From an optimization exercise on the open Yosys and OpenROAD flow, aimed at small area; shortcuts taken in it are not production practice. The RTL was checked by simulation tests, not by an equivalence proof against the original design. Power is estimated from default activity; no workload was simulated.

// regfile_sb
module regfile_sb #(
  parameter int unsigned XLEN     = 32,
  parameter int unsigned NREG     = 32,
  parameter int unsigned SP_IDX   = 2,
  parameter logic [31:0] SP_RESET = 32'h7FFFEFFC,
  parameter bit          BYPASS   = 1'b1,
  localparam int unsigned AW      = $clog2(NREG),
  localparam int unsigned CW      = AW + 1
) (
  input  logic            clk,
  input  logic            rst,
  input  logic [AW-1:0]   A1,
  input  logic [AW-1:0]   A2,
  output logic [XLEN-1:0] RD1,
  output logic [XLEN-1:0] RD2,
  input  logic            WE,
  input  logic [AW-1:0]   A3,
  input  logic [XLEN-1:0] WD3,
  input  logic            ISS_V,
  input  logic [AW-1:0]   ISS_RD,
  output logic            BUSY1,
  output logic            BUSY2,
  output logic            HAZARD,
  output logic [CW-1:0]   PEND_CNT
);
For scale: roughly 42,000 sq um of cells after synthesis.
clock: 10.0 ns
lec_check: 0
cap_margin: 20
core_margin: 2
core_utilization: 40
slew_margin: 20
synth_hierarchical: 1
synth_minimum_keep_size: 0
standard.sh (not shown) runs the stock make flow with config.mk's settings and CLKGATE_MAP_FILE= SYNTH_SCRIPT=/design/flow/synth_recipe.tcl, a recipe that flattens the netlist after the stock synthesis.
==> flow/flow/run.sh <==
#!/bin/bash
# Own layout flow: the standard ORFS flow (standard.sh) with a few extra
# ORFS settings from flow/extra.mk (port buffer cell, clock tree options).
# Each tool's output goes to the ORFS logs under orfs/logs; make's own output
# goes to flow_make.log in the work folder.
set -euo pipefail
W=$PWD
cp config.mk own_config.mk
cat flow/extra.mk >> own_config.mk
sed "s#DESIGN_CONFIG=[^ ]*#DESIGN_CONFIG=$W/own_config.mk#" standard.sh > own_standard.sh
grep -q "DESIGN_CONFIG=$W/own_config.mk" own_standard.sh
bash own_standard.sh > flow_make.log 2>&1
==> flow/flow/extra.mk <==
export BUFFER_PORTS_ARGS = -buffer_cell sky130_fd_sc_hd__buf_1
export CTS_ARGS = -sink_clustering_enable -repair_clock_nets -dont_use_dummy_load -buf_list {sky130_fd_sc_hd__clkbuf_4} -root_buf sky130_fd_sc_hd__clkbuf_8
The baseline produced a clean layout.
Next try:
==> flow/run.sh (new file) <==
#!/bin/bash
# synth_recipe.tcl (not shown) runs the flow's synth.tcl, then flattens the netlist and writes it again
# the make line also repeats each setting of config.mk as NAME=value (left out here)
make -C /OpenROAD-flow-scripts/flow DESIGN_CONFIG=/design/flow/config.mk WORK_HOME=/design/flow/orfs CLKGATE_MAP_FILE= SYNTH_SCRIPT=/design/flow/synth_recipe.tcl finish
removed: flow/flow/run.sh
removed: flow/flow/extra.mk
removed: flow/standard.sh
Effect:
- worst setup slack gets worse by 320 ps
- clock-buffer cell count drops by 128
- total power climbs by 11%
- cell area climbs by 4.6%
- die area does not change

========
## main
regfile_sb, a different RTL version from the one above (not shown whole).
Size in the first run: roughly 130 I/O pins, about 42000 sq um of cells after synthesis.
==> flow/config.mk <==
export PLATFORM = sky130hd
export DESIGN_NAME = regfile_sb
export DESIGN_NICKNAME = regfile_sb
export VERILOG_FILES = /design/flow/design.v
export SDC_FILE = /design/flow/constraint.sdc
export NUM_CORES = 4
export LEC_CHECK = 0
export CAP_MARGIN = 20
export CORE_MARGIN = 2
export CORE_UTILIZATION = 40
export SLEW_MARGIN = 20
export SYNTH_HIERARCHICAL = 1
export SYNTH_MINIMUM_KEEP_SIZE = 0
==> flow/constraint.sdc <==
create_clock -name core_clock -period 10.0 [get_ports {clk}]
set_input_delay 2.0000 -clock core_clock [delete_from_list [all_inputs] [get_ports {clk}]]
set_output_delay 2.0000 -clock core_clock [all_outputs]
set_load 0.01 [all_outputs]
==> flow/flow/run.sh <==
#!/bin/bash
# Own layout flow: the standard ORFS flow (standard.sh) with a few extra
# ORFS settings from flow/extra.mk (clock tree options, no ORFS port
# buffering) and two hooks around global placement:
#   flow/pre_gpl.tcl  buffers every port itself (buf_2 on inputs, buf_1 on
#                     outputs);
#   flow/post_gpl.tcl takes back upsizing that timing-driven placement did on
#                     cells that now drive a single buffer, and sizes its
#                     buf_4 buffers down to buf_2; repair_design runs next and
#                     fixes any slew or capacitance this causes.
# Each tool's output goes to the ORFS logs under orfs/logs; make's own output
# goes to flow_make.log in the work folder.
set -euo pipefail
W=$PWD
cp config.mk own_config.mk
cat flow/extra.mk >> own_config.mk
echo "export PRE_GLOBAL_PLACE_TCL = $W/flow/pre_gpl.tcl" >> own_config.mk
echo "export POST_GLOBAL_PLACE_TCL = $W/flow/post_gpl.tcl" >> own_config.mk
sed "s#DESIGN_CONFIG=[^ ]*#DESIGN_CONFIG=$W/own_config.mk#" standard.sh > own_standard.sh
grep -q "DESIGN_CONFIG=$W/own_config.mk" own_standard.sh
bash own_standard.sh > flow_make.log 2>&1
==> flow/flow/post_gpl.tcl <==
# After timing-driven global placement: undo upsizing and use smaller buffers.
# Cells that timing-driven placement upsized and that now drive nothing but
# one buffer go back to their smallest size; repair_design runs after this.
set n 0
foreach inst [[ord::get_db_block] getInsts] {
  if {[$inst isDoNotTouch]} continue
  set m [[$inst getMaster] getName]
  if {![regexp {^(sky130_fd_sc_hd__[a-z0-9]+)_([0-9]+)$} $m -> base sz]} continue
  if {$sz < 2 || [regexp {buf|inv|df|dl|tap|fill|conb|diode} $base]} continue
  set small ""
  foreach s {1 0} { if {[get_lib_cells -quiet */${base}_$s] ne ""} { set small ${base}_$s; break } }
  if {$small eq ""} continue
  set loads {}
  foreach it [$inst getITerms] {
    if {![$it isOutputSignal]} continue
    set net [$it getNet]
    if {$net eq "NULL"} continue
    foreach l [$net getITerms] { if {[$l isInputSignal]} { lappend loads [[[$l getInst] getMaster] getName] } }
    if {[llength [$net getBTerms]] > 0} { lappend loads PORT }
  }
  if {[llength $loads] == 1 && [regexp {__buf_|__clkbuf_} [lindex $loads 0]]} {
    replace_cell [$inst getName] $small
    incr n
  }
}
puts "downsized $n cells that drive one buffer"
set nb 0
foreach inst [[ord::get_db_block] getInsts] {
  if {[$inst isDoNotTouch]} continue
  if {[[$inst getMaster] getName] eq "sky130_fd_sc_hd__buf_4"} { replace_cell [$inst getName] sky130_fd_sc_hd__buf_2; incr nb }
}
puts "downsized $nb buffers"

# The port buffers were kept from remove_buffers with dont_touch; release
# them now, and connect their supply pins (global_connect skips dont_touch
# instances).
set port_bufs {}
foreach bt [[ord::get_db_block] getBTerms] {
  set net [$bt getNet]
  if {$net eq "NULL"} continue
  foreach it [$net getITerms] {
    set inst [$it getInst]
    if {[$inst isDoNotTouch]} { lappend port_bufs [get_cells [$inst getName]] }
  }
}
puts "released [llength $port_bufs] port buffers"
unset_dont_touch $port_bufs
global_connect
Other scripts of this flow, unchanged in this note and not shown: flow/flow/extra.mk, flow/flow/pre_gpl.tcl
main finished all stages; the layout is clean.
Modified inputs, the feature branch compared to main
--- a/flow/flow/run.sh
+++ b/flow/flow/run.sh
@@ -5,6 +5,6 @@
 #   flow/pre_gpl.tcl  buffers every port itself (buf_2 on inputs, buf_1 on
 #                     outputs);
-#   flow/post_gpl.tcl takes back upsizing that timing-driven placement did on
-#                     cells that now drive a single buffer, and sizes its
+#   flow/post_gpl.tcl takes back upsizing that timing-driven placement did
+#                     (all gates back to their smallest size), and sizes its
 #                     buf_4 buffers down to buf_2; repair_design runs next and
 #                     fixes any slew or capacitance this causes.
--- a/flow/flow/post_gpl.tcl
+++ b/flow/flow/post_gpl.tcl
@@ -47,2 +47,19 @@
 unset_dont_touch $port_bufs
 global_connect
+
+# Every other upsized gate goes back to its smallest size too.
+set na 0
+foreach inst [[ord::get_db_block] getInsts] {
+  if {[$inst isDoNotTouch]} continue
+  set m [[$inst getMaster] getName]
+  if {![regexp {^(sky130_fd_sc_hd__[a-z0-9]+)_([0-9]+)$} $m -> base sz]} continue
+  if {$sz < 2 || [regexp {buf|inv|df|dl|tap|fill|conb|diode} $base]} continue
+  set small ""
+  foreach s {1 0} { if {[get_lib_cells -quiet */${base}_$s] ne ""} { set small ${base}_$s; break } }
+  if {$small eq ""} continue
+  set mnew [[ord::get_db] findMaster $small]
+  if {[$mnew getWidth] >= [[$inst getMaster] getWidth]} continue
+  replace_cell [$inst getName] $small
+  incr na
+}
+puts "downsized $na other cells"
[summary]
- The feature branch | status: complete | timing, DRC, antenna: pass
- Cell area of the feature branch is on par with main.
- Summary of the feature branch over main: wire length saw an increase; utilization after layout saw little to no change.
- The setup slack number comes out lower for the feature branch vs main.
- | total chip power | main vs the feature branch | ≈ equal |
- | number of DRC markers in iteration 0 | the feature branch vs main | ≈ equal |
- Power share of the sequential group of main is on par with the feature branch.

-- separate check: timing with driven ports --
Ports are ideal in the flow. The routed layouts listed here were re-timed in OpenROAD.
Step 1 assumes that a clkbuf_16 drives the clock port and a buf_2 every other input.
Step 2 times the ports against the registers' clock, not the clock port: input delays grow and output delays shrink by t, the midpoint of the rising clock arrivals with the driver on.
a / b / c = ideal / step 1 / step 2; a / b = the first two.
run	t, ns	setup slack, ns	hold slack, ns	latest minus earliest clock arrival (ns)	cell pins on the clock port's net
the first run of note 1	0.934	0.956 / 0.924 / 0.924	0.479 / 0.479 / 0.479	0.087 / 0.087	1
the second run of note 1	0.774	0.634 / 0.604 / 0.604	0.473 / 0.473 / 0.473	0.047 / 0.048	1
main	0.787	1.150 / 1.127 / 1.127	0.472 / 0.472 / 0.472	0.173 / 0.173	1
the feature branch	0.797	1.034 / 1.011 / 1.011	0.459 / 0.459 / 0.459	0.131 / 0.131	1
After both steps setup and hold are still met in every run listed. For the first run of note 1, which loses most, drivers alone change the setup slack by -0.032 ns; drivers and shift together by -0.032 ns.
